Context: an optimization exercise on an open-source flow, tuned for small area and a short achievable clock period. The choices shown serve that exercise and are no tape-out recipe.
Function was checked by simulation only, so behaviour that the tests miss may differ from the original.
The clock port is modelled as an ideal driver; clocking choices that lean on that would not hold on a real chip.

== run A ==
==> flow/design.v <==
package pcpu;
    localparam int REG_XLEN = 32;
    localparam int REG_NUM  = 32;
    typedef logic [4:0] reg_addr_t;
    typedef struct packed {
        logic [31:0] x0,  x1,  x2,  x3,  x4,  x5,  x6,  x7;
        logic [31:0] x8,  x9,  x10, x11, x12, x13, x14, x15;
        logic [31:0] x16, x17, x18, x19, x20, x21, x22, x23;
        logic [31:0] x24, x25, x26, x27, x28, x29, x30, x31;
    } RV32_Regs_t;
endpackage
module regfile_scoreboard #(
    parameter int NREGS = pcpu::REG_NUM
) (
    input  logic             clk,
    input  logic [NREGS-1:1] set,
    input  logic [NREGS-1:1] keep,
    output logic [NREGS-1:0] sb_busy
);
    logic [NREGS-1:1] r_busy;
    always_ff @(posedge clk)
        r_busy <= set | (r_busy & keep);
    assign sb_busy = {r_busy, 1'b0};
endmodule
module regfile_mp #(
    parameter int XLEN  = pcpu::REG_XLEN,
    parameter int NREGS = pcpu::REG_NUM,
    parameter int NRD   = 2,
    parameter int NWR   = 2,
    parameter int AW    = $clog2(NREGS)
) (
    input  logic                   clk,
    input  logic                   rst_n,
    input  logic [NRD-1:0][AW-1:0] rd_addr,
    output logic [NRD-1:0][XLEN-1:0] rd_data,
    output logic [NRD-1:0]         rd_busy,
    input  logic [NWR-1:0]         wr_en,
    input  logic [NWR-1:0][AW-1:0] wr_addr,
    input  logic [NWR-1:0][XLEN-1:0] wr_data,
    input  logic                   sb_set,
    input  logic [AW-1:0]          sb_addr,
    output logic [NREGS-1:0]       sb_busy
);
    localparam int NR = NREGS - 1;    
    logic [NREGS-1:0]         w_sb_busy;
    logic [NRD-1:0][XLEN-1:0] r_rd_data;
    logic [NRD-1:0]           r_rd_busy;
    logic [XLEN-1:0] w_wd0n;
    assign w_wd0n = ~(wr_data[0] & {XLEN{rst_n}});
    logic [NR*XLEN-1:0] w_q;      
    logic [NREGS-1:1]   w_sb_set, w_sb_keep;
    for (genvar k = 0; k < NR; k++) begin : g_reg
        logic w1, w0, s1, s0;
        assign w1 = wr_en[1] && wr_addr[1] == AW'(k+1);
        assign w0 = wr_en[0] && wr_addr[0] == AW'(k+1);
        assign s1 = rst_n && w1;
        assign s0 = !s1 && (!rst_n || w0);
        assign w_sb_set[k+1]  = rst_n && sb_set && sb_addr == AW'(k+1);
        assign w_sb_keep[k+1] = rst_n && !w1 && !w0;
        regfile_word #(.XLEN(XLEN)) u_word (
            .clk   (clk),
            .we    (s1 || s0),
            .s1_n  (!s1),
            .s0    (s0),
            .wd1   (wr_data[1]),
            .wd0_n (w_wd0n),
            .q     (w_q[k*XLEN +: XLEN])
        );
    end
    regfile_scoreboard #(.NREGS(NREGS)) u_sb (
        .clk     (clk),
        .set     (w_sb_set),
        .keep    (w_sb_keep),
        .sb_busy (w_sb_busy)
    );
    for (genvar j = 0; j < NRD; j++) begin : g_rd
        logic          h1, h0, nz, b1, b0, g;
        logic [NR-1:0] sel;
        assign h1 = wr_en[1] && wr_addr[1] == rd_addr[j];
        assign h0 = wr_en[0] && wr_addr[0] == rd_addr[j];
        assign nz = rst_n && rd_addr[j] != '0;
        assign b1 = nz && h1;
        assign b0 = nz && !h1 && h0;
        assign g  = rst_n && !h1 && !h0;
        for (genvar k = 0; k < NR; k++) begin : g_sel
            assign sel[k] = rd_addr[j] == AW'(k+1);
        end
        logic [XLEN-1:0] d;
        for (genvar b = 0; b < XLEN; b++) begin : g_bit
            logic [NR-1:0] col;
            for (genvar k = 0; k < NR; k++) begin : g_col
                assign col[k] = w_q[k*XLEN + b];
            end
            logic nb;
            logic [2:0] q;
            regfile_or31_q u_or  (.sel(sel), .d(col), .g(g), .q(q));
            regfile_aoi22  u_byp (.a1(b1), .a2(wr_data[1][b]), .b1(b0), .b2(wr_data[0][b]), .y(nb));
            regfile_nand4  u_out (.a(q[0]), .b(q[1]), .c(q[2]), .d(nb), .y(d[b]));
        end
        logic busy;
        logic [2:0] busy_q;
        regfile_or31_q u_busy (.sel(sel), .d(w_sb_busy[NREGS-1:1]), .g(g), .q(busy_q));
        regfile_nand3  u_busy_out (.a(busy_q[0]), .b(busy_q[1]), .c(busy_q[2]), .y(busy));
        always_ff @(negedge clk) begin
            r_rd_data[j] <= d;
            r_rd_busy[j] <= busy;
        end
    end
    assign rd_data = r_rd_data;
    assign rd_busy = r_rd_busy;
    assign sb_busy = w_sb_busy;
endmodule
module regfile_or31_q (
    input  logic [30:0] sel,
    input  logic [30:0] d,
    input  logic        g,
    output logic [2:0]  q
);
    logic [10:0] n;
    logic [2:0]  p;
    for (genvar i = 0; i < 10; i++) begin : g_aoi
        regfile_aoi222 u_aoi (
            .a1(sel[3*i]),   .a2(d[3*i]),
            .b1(sel[3*i+1]), .b2(d[3*i+1]),
            .c1(sel[3*i+2]), .c2(d[3*i+2]),
            .y (n[i])
        );
    end
    regfile_nand2 u_n30 (.a(sel[30]), .b(d[30]), .y(n[10]));
    regfile_nand4 u_p0 (.a(n[0]), .b(n[1]), .c(n[2]), .d(n[3]), .y(p[0]));
    regfile_nand4 u_p1 (.a(n[4]), .b(n[5]), .c(n[6]), .d(n[7]), .y(p[1]));
    regfile_nand3 u_p2 (.a(n[8]), .b(n[9]), .c(n[10]), .y(p[2]));
    for (genvar i = 0; i < 3; i++) begin : g_q
        regfile_nand2 u_q (.a(p[i]), .b(g), .y(q[i]));
    end
endmodule
module regfile_aoi222 (
    input  logic a1, a2, b1, b2, c1, c2,
    output logic y
);
    assign y = !((a1 && a2) || (b1 && b2) || (c1 && c2));
endmodule
module regfile_aoi22 (
    input  logic a1, a2, b1, b2,
    output logic y
);
    assign y = !((a1 && a2) || (b1 && b2));
endmodule
module regfile_nand2 (
    input  logic a, b,
    output logic y
);
    assign y = !(a && b);
endmodule
module regfile_nand3 (
    input  logic a, b, c,
    output logic y
);
    assign y = !(a && b && c);
endmodule
module regfile_nand4 (
    input  logic a, b, c, d,
    output logic y
);
    assign y = !(a && b && c && d);
endmodule
module regfile_word #(
    parameter int XLEN = 32
) (
    input  logic            clk,
    input  logic            we,
    input  logic            s1_n,
    input  logic            s0,
    input  logic [XLEN-1:0] wd1,
    input  logic [XLEN-1:0] wd0_n,
    output logic [XLEN-1:0] q
);
    logic [XLEN-1:0] y, d;
    for (genvar b = 0; b < XLEN; b++) begin : g_bit
        regfile_oai22 u_y (.a1(q[b]), .a2(we), .b1(wd1[b]), .b2(s1_n), .y(y[b]));
        regfile_aoi21 u_d (.a1(wd0_n[b]), .a2(s0), .b1(y[b]), .y(d[b]));
    end
    always_ff @(posedge clk)
        q <= d;
endmodule
module regfile_oai22 (
    input  logic a1, a2, b1, b2,
    output logic y
);
    assign y = !((a1 || a2) && (b1 || b2));
endmodule
module regfile_aoi21 (
    input  logic a1, a2, b1,
    output logic y
);
    assign y = !((a1 && a2) || b1);
endmodule
export LEC_CHECK = 0
export CAP_MARGIN = 10
export CORE_MARGIN = 2
export CORE_UTILIZATION = 40
export SETUP_SLACK_MARGIN = 1.6
export SLEW_MARGIN = 10
export SYNTH_HIERARCHICAL = 1
export TNS_END_PERCENT = 5
create_clock -name core_clock -period 10.0 [get_ports {clk}]
standard.sh (not shown) runs the stock make flow with config.mk's settings and CLKGATE_MAP_FILE= SYNTH_SCRIPT=/design/flow/synth_recipe.tcl, a recipe that flattens the netlist after the stock synthesis.
==> flow/flow/run.sh <==
#!/bin/bash
# Standard ORFS layout (the standard.sh, standard synthesis unchanged) with:
#  - port buffers from the plain buf family (sizable by repair) instead of the
#    default delay-buffer cell;
#  - before CTS (flow/pre_cts.tcl), stronger drive on the falling-edge read
#    registers and the output buffers they feed, and a timing repair of the
#    read paths' shared logic (decode, select and bypass fanout);
#  - after floorplan (flow/post_floorplan.tcl), the _1 size for the gates that
#    only drive a storage flip-flop;
#  - clock tree from clkbuf_8 cells in small sink clusters, without dummy loads.
# ORFS writes each step's full log under orfs/logs/; make's own output goes to flow.log.
set -euo pipefail
here=$(pwd)
bash standard.sh \
  "BUFFER_PORTS_ARGS=-buffer_cell sky130_fd_sc_hd__buf_2" \
  "POST_FLOORPLAN_TCL=$here/flow/post_floorplan.tcl" \
  "PRE_CTS_TCL=$here/flow/pre_cts.tcl" \
  "CTS_ARGS=-sink_clustering_enable -repair_clock_nets -dont_use_dummy_load -buf_list sky130_fd_sc_hd__clkbuf_8 -sink_clustering_size 14 -sink_clustering_max_diameter 60" \
  finish > flow.log 2>&1
==> flow/flow/post_floorplan.tcl <==
# Synthesis maps the storage bits' AOI21 gates to the _2 drive strength; each only
# drives its own flip-flop's D pin, so use the _1 size there.
set n 0
foreach inst [get_cells -filter "ref_name==sky130_fd_sc_hd__a21oi_2"] {
  set out [get_pins -of_objects $inst -filter "direction==output"]
  set loads [get_pins -of_objects [get_nets -of_objects $out] -filter "direction==input"]
  if {[llength $loads] == 1 && [string match "*__dfxtp_*" [get_property [get_cells -of_objects $loads] ref_name]]} {
    replace_cell $inst sky130_fd_sc_hd__a21oi_1
    incr n
  }
}
puts "post_floorplan: resized $n flip-flop input gates to a21oi_1"
# Likewise the bypass AOI22 gates of the read bits (each drives one gate).
set n 0
foreach inst [get_cells -filter "ref_name==sky130_fd_sc_hd__a22oi_2"] {
  replace_cell $inst sky130_fd_sc_hd__a22oi_1
  incr n
}
puts "post_floorplan: resized $n gates to a22oi_1"
==> flow/flow/pre_cts.tcl <==
# Output paths run from the falling-edge read registers through the output port
# buffers to rd_data / rd_busy: give those registers and buffers a stronger drive.
set n_ff 0
set n_buf 0
foreach port [get_ports {rd_data[*] rd_busy[*]}] {
  foreach pin [get_pins -of_objects [get_nets [get_full_name $port]] -filter "direction==output"] {
    set buf [get_cells -of_objects $pin]
    if {[string match "*__buf_*" [get_property $buf ref_name]]} {
      replace_cell $buf sky130_fd_sc_hd__buf_4
      incr n_buf
    }
    foreach in [get_pins -of_objects $buf -filter "direction==input"] {
      foreach dpin [get_pins -of_objects [get_nets -of_objects $in] -filter "direction==output"] {
        set ff [get_cells -of_objects $dpin]
        if {[string match "*__dfxtp_*" [get_property $ff ref_name]]} {
          replace_cell $ff sky130_fd_sc_hd__dfxtp_2
          incr n_ff
        }
      }
    }
  }
}
puts "pre_cts: resized $n_buf output buffers and $n_ff output registers"
# Read paths: the shared logic (input buffers, address decode, select and bypass
# fanout) sets their delay; let repair work on it, holding as they are the gates
# that drive a single load and are fed only by low-fanout nets (the inner part
# of the per-bit read trees, and the registers).
estimate_parasitics -placement
set held {}
foreach inst [get_cells *] {
  set outs [get_pins -of_objects $inst -filter "direction==output"]
  if {[llength $outs] != 1} continue
  set loads [get_pins -quiet -of_objects [get_nets -of_objects $outs] -filter "direction==input"]
  if {[llength $loads] > 1} continue
  set fed_wide 0
  foreach in [get_pins -of_objects $inst -filter "direction==input"] {
    set net [get_nets -quiet -of_objects $in]
    if {$net eq ""} continue
    if {[llength [get_pins -quiet -of_objects $net -filter "direction==input"]] > 2} { set fed_wide 1; break }
  }
  if {!$fed_wide} { lappend held $inst }
}
puts "pre_cts: holding [llength $held] cells"
set_dont_touch $held
report_worst_slack -max
repair_timing -setup -setup_margin 1.0 -repair_tns 100 -skip_last_gasp
report_worst_slack -max
unset_dont_touch $held
Run A: flow completed, timing, DRC and antenna clean
Here is what was changed in the inputs of run B compared with run A.
- CAP_MARGIN: 10 -> 20
- SLEW_MARGIN: 10 -> 20
diff --git a/flow/flow/pre_cts.tcl b/flow/flow/pre_cts.tcl
--- a/flow/flow/pre_cts.tcl
+++ b/flow/flow/pre_cts.tcl
@@ -15,3 +15,3 @@
         if {[string match "*__dfxtp_*" [get_property $ff ref_name]]} {
-          replace_cell $ff sky130_fd_sc_hd__dfxtp_2
+          replace_cell $ff sky130_fd_sc_hd__dfxtp_4
           incr n_ff
@@ -45,3 +45,3 @@
 report_worst_slack -max
-repair_timing -setup -setup_margin 1.0 -repair_tns 100 -skip_last_gasp
+repair_timing -setup -setup_margin 1.08 -repair_tns 100 -skip_last_gasp
 report_worst_slack -max
Findings:
For run B, the flow was terminated by a tool error in final report and produced no final design.
In run B, the setup slack after placement came out 27 ps below the value in run A.
Compared to run A, the router laid down less metal wire for run B.
Per the comparison of run B with run A, global routing met1 resource utilization moved down; placed instance count held steady; first-pass GRT wire length down 1800 µm; aggregate global routing overflow held; post-CTS setup repair buffer count now smaller.
Against run A, run B reports a via count of the first global-routing pass that is higher.
Higher initial antenna violation count among run A and run B: run B
Setup changes, run B to run C
diff --git a/flow/flow/pre_cts.tcl b/flow/flow/pre_cts.tcl
--- a/flow/flow/pre_cts.tcl
+++ b/flow/flow/pre_cts.tcl
@@ -15,3 +15,3 @@
         if {[string match "*__dfxtp_*" [get_property $ff ref_name]]} {
-          replace_cell $ff sky130_fd_sc_hd__dfxtp_4
+          replace_cell $ff sky130_fd_sc_hd__dfxtp_2
           incr n_ff
@@ -45,3 +45,3 @@
 report_worst_slack -max
-repair_timing -setup -setup_margin 1.08 -repair_tns 100 -skip_last_gasp
+repair_timing -setup -setup_margin 1.0 -repair_tns 100 -skip_last_gasp
 report_worst_slack -max
## What came out
Across run B and run C, a clean result was obtained everywhere but in run B. Tool error PSM-0069 stopped run B during final report; no final results. The global-route usage over all layers on run C is in line with that on run B. First-pass GRT wire length essentially unchanged between run B and run C. Between run B and run C, the final wirelength does not differ in any meaningful way. Going from run B to run C, via count ~0 delta; routing usage on met3 dropped 0.91 points.
Changes in run D relative to run C:
- CORE_UTILIZATION now 50, was 40
diff --git a/flow/flow/post_floorplan.tcl b/flow/flow/post_floorplan.tcl
--- a/flow/flow/post_floorplan.tcl
+++ b/flow/flow/post_floorplan.tcl
@@ -12,8 +12 @@
 puts "post_floorplan: resized $n flip-flop input gates to a21oi_1"
-# Likewise the bypass AOI22 gates of the read bits (each drives one gate).
-set n 0
-foreach inst [get_cells -filter "ref_name==sky130_fd_sc_hd__a22oi_2"] {
-  replace_cell $inst sky130_fd_sc_hd__a22oi_1
-  incr n
-}
-puts "post_floorplan: resized $n gates to a22oi_1"
diff --git a/flow/flow/pre_cts.tcl b/flow/flow/pre_cts.tcl
--- a/flow/flow/pre_cts.tcl
+++ b/flow/flow/pre_cts.tcl
@@ -15,3 +15,3 @@
         if {[string match "*__dfxtp_*" [get_property $ff ref_name]]} {
-          replace_cell $ff sky130_fd_sc_hd__dfxtp_2
+          replace_cell $ff sky130_fd_sc_hd__dfxtp_4
           incr n_ff
@@ -24,5 +24,4 @@
 # Read paths: the shared logic (input buffers, address decode, select and bypass
-# fanout) sets their delay; let repair work on it, holding as they are the gates
-# that drive a single load and are fed only by low-fanout nets (the inner part
-# of the per-bit read trees, and the registers).
+# fanout) sets their delay; let repair work on it alone, holding every gate that
+# drives a single load (the per-bit read trees and the registers) as it is.
 estimate_parasitics -placement
@@ -33,15 +32,8 @@
   set loads [get_pins -quiet -of_objects [get_nets -of_objects $outs] -filter "direction==input"]
-  if {[llength $loads] > 1} continue
-  set fed_wide 0
-  foreach in [get_pins -of_objects $inst -filter "direction==input"] {
-    set net [get_nets -quiet -of_objects $in]
-    if {$net eq ""} continue
-    if {[llength [get_pins -quiet -of_objects $net -filter "direction==input"]] > 2} { set fed_wide 1; break }
-  }
-  if {!$fed_wide} { lappend held $inst }
+  if {[llength $loads] <= 1} { lappend held $inst }
 }
-puts "pre_cts: holding [llength $held] cells"
+puts "pre_cts: holding [llength $held] single-load cells"
 set_dont_touch $held
 report_worst_slack -max
-repair_timing -setup -setup_margin 1.0 -repair_tns 100 -skip_last_gasp
+repair_timing -setup -setup_margin 2.2 -repair_tns 100 -skip_last_gasp -skip_buffering
 report_worst_slack -max
Findings:
Flow for run D halted at final report, error code PSM-0069.
Between run C and run D, via count of the first global-routing pass decreased.
Run C and run D ended up with roughly the same sum of routed wire segments on met1.
Run D vs. run C: routed wire length dropped 1.3%; starting utilization of the core area climbed 9.9 points.
